From an optimization exercise on the open Yosys and OpenROAD flow, aimed at a short achievable clock period and few clock cycles; shortcuts taken in it are not production practice.
Only simulation tests tie the RTL to the original design; equivalence was not proved.
Power is estimated from default activity; no workload was simulated.

// axi_write_responder
module axi_write_responder #(
    parameter int DATA_WIDTH = 32,
    parameter int MEM_DEPTH  = 64
) (
    input  logic                         ACLK,
    input  logic                         RESETn,
    input  logic [3:0]                   AWID,
    input  logic [31:0]                  AWADDR,
    input  logic [3:0]                   AWLEN,
    input  logic [2:0]                   AWSIZE,
    input  logic [1:0]                   AWBURST,
    input  logic                         AWVALID,
    output logic                         AWREADY,
    input  logic [3:0]                   WID,
    input  logic [DATA_WIDTH-1:0]        WDATA,
    input  logic [DATA_WIDTH/8-1:0]      WSTRB,
    input  logic                         WLAST,
    input  logic                         WVALID,
    output logic                         WREADY,
    output logic [3:0]                   BID,
    output logic [1:0]                   BRESP,
    output logic                         BVALID,
    input  logic                         BREADY,
    input  logic [$clog2(MEM_DEPTH)-1:0] dbg_addr,
    output logic [DATA_WIDTH-1:0]        dbg_rdata
);
For scale: ~5800 cells after synthesis, roughly 140 I/O pins, ~0.087 mm2 of cells after synthesis.
export LEC_CHECK = 0
export CAP_MARGIN = 20
export CORE_MARGIN = 2
export CORE_UTILIZATION = 45
export PLACE_DENSITY = 0.6
export SETUP_SLACK_MARGIN = 5
export SLEW_MARGIN = 20
export SYNTH_HIERARCHICAL = 1
create_clock -name core_clock -period 6.0 [get_ports {ACLK}]
standard.sh (not shown) runs the stock make flow with config.mk's settings and CLKGATE_MAP_FILE= SYNTH_SCRIPT=/design/flow/synth_recipe.tcl, a recipe that flattens the netlist after the stock synthesis.
==> flow/flow/run.sh <==
#!/bin/bash
# Own layout flow: the standard ORFS flow (standard.sh), with changes that only affect
# which cells make up the combinational logic and port buffers:
#  1. cells that only add delay (delay gates, low-power and delay clock buffers/inverters) are
#     kept out of the logic, so synthesis and timing repair cannot pick them;
#  2. the port buffers that global placement inserts (every input and output still gets one)
#     are plain buffers (buf_4) rather than the delay buffer buffer_ports picks by default;
#  3. after floorplan, the small gates of the debug-read tree get stronger cells (upsize.tcl),
#     before placement, so placement and repair start from stronger gates.
# Registers, power grid, tap cells and every other step are the standard flow's.
# Each tool's full output goes to its own log file in this folder (ORFS also keeps its own
# per-step logs under orfs/logs/).
set -euo pipefail
here=$(pwd)
export DONT_USE_CELLS="sky130_fd_sc_hd__dlygate* sky130_fd_sc_hd__clkdlybuf* sky130_fd_sc_hd__dlymetal* sky130_fd_sc_hd__clkinvlp*"
export BUFFER_PORTS_ARGS="-buffer_cell sky130_fd_sc_hd__buf_4"
res="$here/orfs/results/$FLOW_PLATFORM/axi_write_responder/base"
bash standard.sh floorplan > "$here/log_1_floorplan.log" 2>&1
printf 'read_db %s\nsource %s\nwrite_db %s\n' "$res/2_floorplan.odb" "$here/flow/upsize.tcl" "$res/2_floorplan.odb" > "$here/upsize_run.tcl"
openroad -no_init -exit "$here/upsize_run.tcl" > "$here/log_2_upsize.log" 2>&1
bash standard.sh finish > "$here/log_3_finish.log" 2>&1
==> flow/flow/upsize.tcl <==
# Give the small gates of the debug-read tree more drive before placement: every nand2, nor2,
# nand3, nand4, a22oi, o22ai and inverter of drive 0, 1 or 2 becomes the drive-4 cell of the
# same function, and every mux2i of drive 0 or 1 the drive-2 cell (same pins). Registers and
# all other cells are left as synthesis made them.
set db [ord::get_db]
set block [ord::get_db_block]
set n 0
foreach inst [$block getInsts] {
  set m [[$inst getMaster] getName]
  if {[regexp {^(sky130_fd_sc_hd__(?:nand2|nor2|nand3|nand4|a22oi|o22ai|inv))_[012]$} $m -> base]} {
    set new [$db findMaster ${base}_4]
    if {$new ne "NULL" && $new ne ""} { $inst swapMaster $new; incr n }
  } elseif {[regexp {^(sky130_fd_sc_hd__mux2i)_[01]$} $m -> base]} {
    set new [$db findMaster ${base}_2]
    if {$new ne "NULL" && $new ne ""} { $inst swapMaster $new; incr n }
  }
}
puts "upsized $n instances"
The baseline completed without violations.
Testbench counts at the start, summed over its fixed seeds: cycles 8,907.
Rerun with:
- TNS_END_PERCENT: unset -> 10
=> Final cell count drops by 4.2%; global-route usage fell by 2.8 points; non-clock buffer count came out lower by 398; synthesized area is unchanged; register-to-register slack is worse by 0.11 ns; worst setup slack is better by 0.039 ns; core utilization fell by 3.5 points; die area stays the same; design area shrinks by 4.8%; total power came out lower by 1.6%.
Rerun with:
--- a/flow/flow/run.sh
+++ b/flow/flow/run.sh
@@ -2,2 +2,2 @@
-# Own layout flow: the standard ORFS flow (standard.sh), with changes that only affect
-# which cells make up the combinational logic and port buffers:
+# Own layout flow: the standard ORFS flow (standard.sh), with two changes that only affect
+# how the combinational logic is sized:
@@ -6,3 +6 @@
-#  2. the port buffers that global placement inserts (every input and output still gets one)
-#     are plain buffers (buf_4) rather than the delay buffer buffer_ports picks by default;
-#  3. after floorplan, the small gates of the debug-read tree get stronger cells (upsize.tcl),
+#  2. after floorplan, the small gates of the debug-read tree get stronger cells (upsize.tcl),
@@ -16 +13,0 @@
-export BUFFER_PORTS_ARGS="-buffer_cell sky130_fd_sc_hd__buf_4"
- PLACE_DENSITY: 0.6 -> 0.7
- SETUP_SLACK_MARGIN: 5 -> 3.5
- TNS_END_PERCENT: 10 -> unset
Cell area climbs by 5.5%.
Synthesized cell count is unchanged.
Non-clock buffer count grows by 385.
Rerun with:
- PLACE_DENSITY: 0.7 -> 0.6
Effect: Total power is higher by 0.99%. Setup slack improved by 0.029 ns. Global-route usage is lower by 1.0 points. Synthesized area stays the same. Register-to-register slack improved by 0.07 ns. Via count is lower by 2.8%. First-iteration DRC count is lower by 19%. Sequential power is about the same. Wire length is lower by 4.9%. Clock-buffer cell count is higher by 21. Sequential cell count stays the same.


axi_write_responder again, from the RTL that the note above started with.
Design axi_write_responder, start of the top module:
module axi_write_responder #(
    parameter int DATA_WIDTH = 32,
    parameter int MEM_DEPTH  = 64
) (
    input  logic                         ACLK,
    input  logic                         RESETn,
    input  logic [3:0]                   AWID,
    input  logic [31:0]                  AWADDR,
    input  logic [3:0]                   AWLEN,
    input  logic [2:0]                   AWSIZE,
    input  logic [1:0]                   AWBURST,
    input  logic                         AWVALID,
    output logic                         AWREADY,
    input  logic [3:0]                   WID,
    input  logic [DATA_WIDTH-1:0]        WDATA,
    input  logic [DATA_WIDTH/8-1:0]      WSTRB,
    input  logic                         WLAST,
    input  logic                         WVALID,
    output logic                         WREADY,
    output logic [3:0]                   BID,
    output logic [1:0]                   BRESP,
    output logic                         BVALID,
    input  logic                         BREADY,
    input  logic [$clog2(MEM_DEPTH)-1:0] dbg_addr,
    output logic [DATA_WIDTH-1:0]        dbg_rdata
);
==> flow/config.mk <==
export PLATFORM = sky130hd
export DESIGN_NAME = axi_write_responder
export DESIGN_NICKNAME = axi_write_responder
export VERILOG_FILES = /design/flow/design.v
export SDC_FILE = /design/flow/constraint.sdc
export NUM_CORES = 4
export LEC_CHECK = 0
export CAP_MARGIN = 20
export CORE_MARGIN = 2
export CORE_UTILIZATION = 45
export PLACE_DENSITY = 0.7
export SETUP_SLACK_MARGIN = 5
export SLEW_MARGIN = 20
export SYNTH_HIERARCHICAL = 1
==> flow/constraint.sdc <==
create_clock -name core_clock -period 6.0 [get_ports {ACLK}]
set_input_delay 1.2000 -clock core_clock [delete_from_list [all_inputs] [get_ports {ACLK}]]
set_output_delay 1.2000 -clock core_clock [all_outputs]
set_load 0.01 [all_outputs]
==> flow/flow/run.sh <==
#!/bin/bash
# Own layout flow: the standard ORFS flow (standard.sh), with changes that only affect
# which cells make up the combinational logic and port buffers:
#  1. cells that only add delay (delay gates, low-power and delay clock buffers/inverters) are
#     kept out of the logic, so synthesis and timing repair cannot pick them;
#  2. the port buffers that global placement inserts (every input and output still gets one)
#     are plain buffers (buf_4) rather than the delay buffer buffer_ports picks by default;
#  3. after floorplan, the small gates of the debug-read tree get stronger cells (upsize.tcl),
#     before placement, so placement and repair start from stronger gates.
# Registers, power grid, tap cells and every other step are the standard flow's.
# Each tool's full output goes to its own log file in this folder (ORFS also keeps its own
# per-step logs under orfs/logs/).
set -euo pipefail
here=$(pwd)
export DONT_USE_CELLS="sky130_fd_sc_hd__dlygate* sky130_fd_sc_hd__clkdlybuf* sky130_fd_sc_hd__dlymetal* sky130_fd_sc_hd__clkinvlp*"
export BUFFER_PORTS_ARGS="-buffer_cell sky130_fd_sc_hd__buf_4"
res="$here/orfs/results/$FLOW_PLATFORM/axi_write_responder/base"
bash standard.sh floorplan > "$here/log_1_floorplan.log" 2>&1
printf 'read_db %s\nsource %s\nwrite_db %s\n' "$res/2_floorplan.odb" "$here/flow/upsize.tcl" "$res/2_floorplan.odb" > "$here/upsize_run.tcl"
openroad -no_init -exit "$here/upsize_run.tcl" > "$here/log_2_upsize.log" 2>&1
bash standard.sh finish > "$here/log_3_finish.log" 2>&1
Scripts as last shown in full above: flow/flow/upsize.tcl
Testbench counts at the start, summed over its fixed seeds: cycles 8,907.
Then changed:
--- a/flow/config.mk
+++ b/flow/config.mk
@@ -11,2 +11,2 @@
-export PLACE_DENSITY = 0.7
-export SETUP_SLACK_MARGIN = 5
+export PLACE_DENSITY = 0.6
+export SETUP_SLACK_MARGIN = 3.5
The new run ran to the end with no violations.
Hold slack gains 0.012 ns.
Cell count stays flat.
Global-route usage rises by 2.0 points.
Routed wire length is higher by 5.9%.
Core utilization stays flat.
Combinational power came out lower by 3.7%.


== run 1 ==
axi_write_responder, a different RTL version from the one above (not shown whole).
For scale: roughly 140 I/O pins.
export LEC_CHECK = 0
export CAP_MARGIN = 20
export CORE_MARGIN = 2
export CORE_UTILIZATION = 45
export PLACE_DENSITY = 0.6
export SETUP_SLACK_MARGIN = 3.5
export SLEW_MARGIN = 20
export SYNTH_HIERARCHICAL = 1
create_clock -name core_clock -period 6.0 [get_ports {ACLK}]
==> flow/flow/run.sh <==
#!/bin/bash
# Own layout flow: the standard ORFS flow (standard.sh), with two changes that only affect
# how the combinational logic is sized:
#  1. cells that only add delay (delay gates, low-power and delay clock buffers/inverters) are
#     kept out of the logic, so synthesis and timing repair cannot pick them;
#  2. after floorplan, the small gates of the debug-read tree get drive-4 cells (upsize.tcl),
#     before placement, so placement and repair start from stronger gates.
# Registers, power grid, tap cells and every other step are the standard flow's.
# Each tool's full output goes to its own log file in this folder (ORFS also keeps its own
# per-step logs under orfs/logs/).
set -euo pipefail
here=$(pwd)
export DONT_USE_CELLS="sky130_fd_sc_hd__dlygate* sky130_fd_sc_hd__clkdlybuf* sky130_fd_sc_hd__dlymetal* sky130_fd_sc_hd__clkinvlp*"
res="$here/orfs/results/$FLOW_PLATFORM/axi_write_responder/base"
bash standard.sh floorplan > "$here/log_1_floorplan.log" 2>&1
printf 'read_db %s\nsource %s\nwrite_db %s\n' "$res/2_floorplan.odb" "$here/flow/upsize.tcl" "$res/2_floorplan.odb" > "$here/upsize_run.tcl"
openroad -no_init -exit "$here/upsize_run.tcl" > "$here/log_2_upsize.log" 2>&1
bash standard.sh finish > "$here/log_3_finish.log" 2>&1
==> flow/flow/upsize.tcl <==
# Give the small gates of the debug-read tree more drive before placement: every nand2, nor2,
# nand3, a22oi, o22ai and inverter of drive 0, 1 or 2 becomes the drive-4 cell of the same
# function (same pins). Registers and all other cells are left as synthesis made them.
set db [ord::get_db]
set block [ord::get_db_block]
set n 0
foreach inst [$block getInsts] {
  set m [[$inst getMaster] getName]
  if {[regexp {^(sky130_fd_sc_hd__(?:nand2|nor2|nand3|a22oi|o22ai|inv))_[012]$} $m -> base]} {
    set new [$db findMaster ${base}_4]
    if {$new ne "NULL" && $new ne ""} {
      $inst swapMaster $new
      incr n
    }
  }
}
puts "upsized $n instances"
Testbench counts of run 1, summed over its fixed seeds: cycles 8,907.
[inputs] run 2 vs run 1
==> flow/flow/run.sh <==
#!/bin/bash
# Own layout flow: the standard ORFS flow, unchanged, except that cells which only add
# delay (delay gates, low-power and delay clock buffers/inverters) are kept out of the logic,
# so that synthesis and timing repair cannot pick them for the debug-read path.
# Each tool's full output goes to a log file in this folder (ORFS also keeps its own per-step
# logs under orfs/logs/).
set -euo pipefail
export DONT_USE_CELLS="sky130_fd_sc_hd__dlygate* sky130_fd_sc_hd__clkdlybuf* sky130_fd_sc_hd__dlymetal* sky130_fd_sc_hd__clkinvlp*"
bash standard.sh finish > flow_make.log 2>&1
removed: flow/flow/upsize.tcl
## What came out
Timing, DRC, antenna: 0 failures across run 2 and run 1. Run 2 vs. run 1: routed wire length now sits lower; via-per-instance ratio was more or less identical. Die area came out exactly the same in run 2 and run 1. Comparing total number of cells along the worst setup path for run 2 and run 1, the bigger number came from run 1. For the combinational share of power, run 2 came in 2.8 points lower than run 1 did. Taking run 1 as the reference, in run 2 met1 routed wirelength after detailed routing down 14%; final weighted congestion in routability-driven placement up 0.080. Post-layout minimum cycle time on run 2 is behind run 1. In the tables for run 2 and run 1, depth of the worst register-to-register path reads higher with run 1.

-- what the ideal ports hide --
How much do the figures lean on ideal ports? The routed layouts below were timed once more, with nothing changed but the port constraints.
Step 1: set_driving_cell puts a clkbuf_16 on ACLK and a buf_2 on each other input, an assumption about the parent block.
Step 2, shift: input delay + t, output delay - t, t = (earliest + latest rising clock arrival at the registers) / 2. This alone moves slack from input paths to output paths.
Three values: no drivers, after step 1, after step 2; two values: the first two.
| run | t, ns | setup WS [ns] | worst setup path at the end |
|---|---|---|---|
| the first run of note 1 | 0.954 | 1.809 / 1.723 / 1.723 | input to output |
| the second run of note 1 | 0.945 | 1.848 / 1.764 / 1.724 | input to register |
| the third run of note 1 | 0.974 | 1.748 / 1.584 / 1.584 | input to output |
| the fourth run of note 1 | 0.956 | 1.777 / 1.487 / 1.487 | input to output |
| the first run of note 2 | 0.962 | 1.805 / 1.709 / 1.709 | input to output |
| the second run of note 2 | 0.968 | 1.799 / 1.710 / 1.710 | input to output |
| run 1 | 0.987 | 1.735 / 1.529 / 1.529 | input to output |
| run 2 | 0.966 | 1.681 / 1.413 / 1.413 | input to output |
After both steps every run listed still meets setup and hold. The setup slack of the fourth run of note 1, which loses most, moves by -0.290 ns with the drivers and by -0.290 ns with both steps.
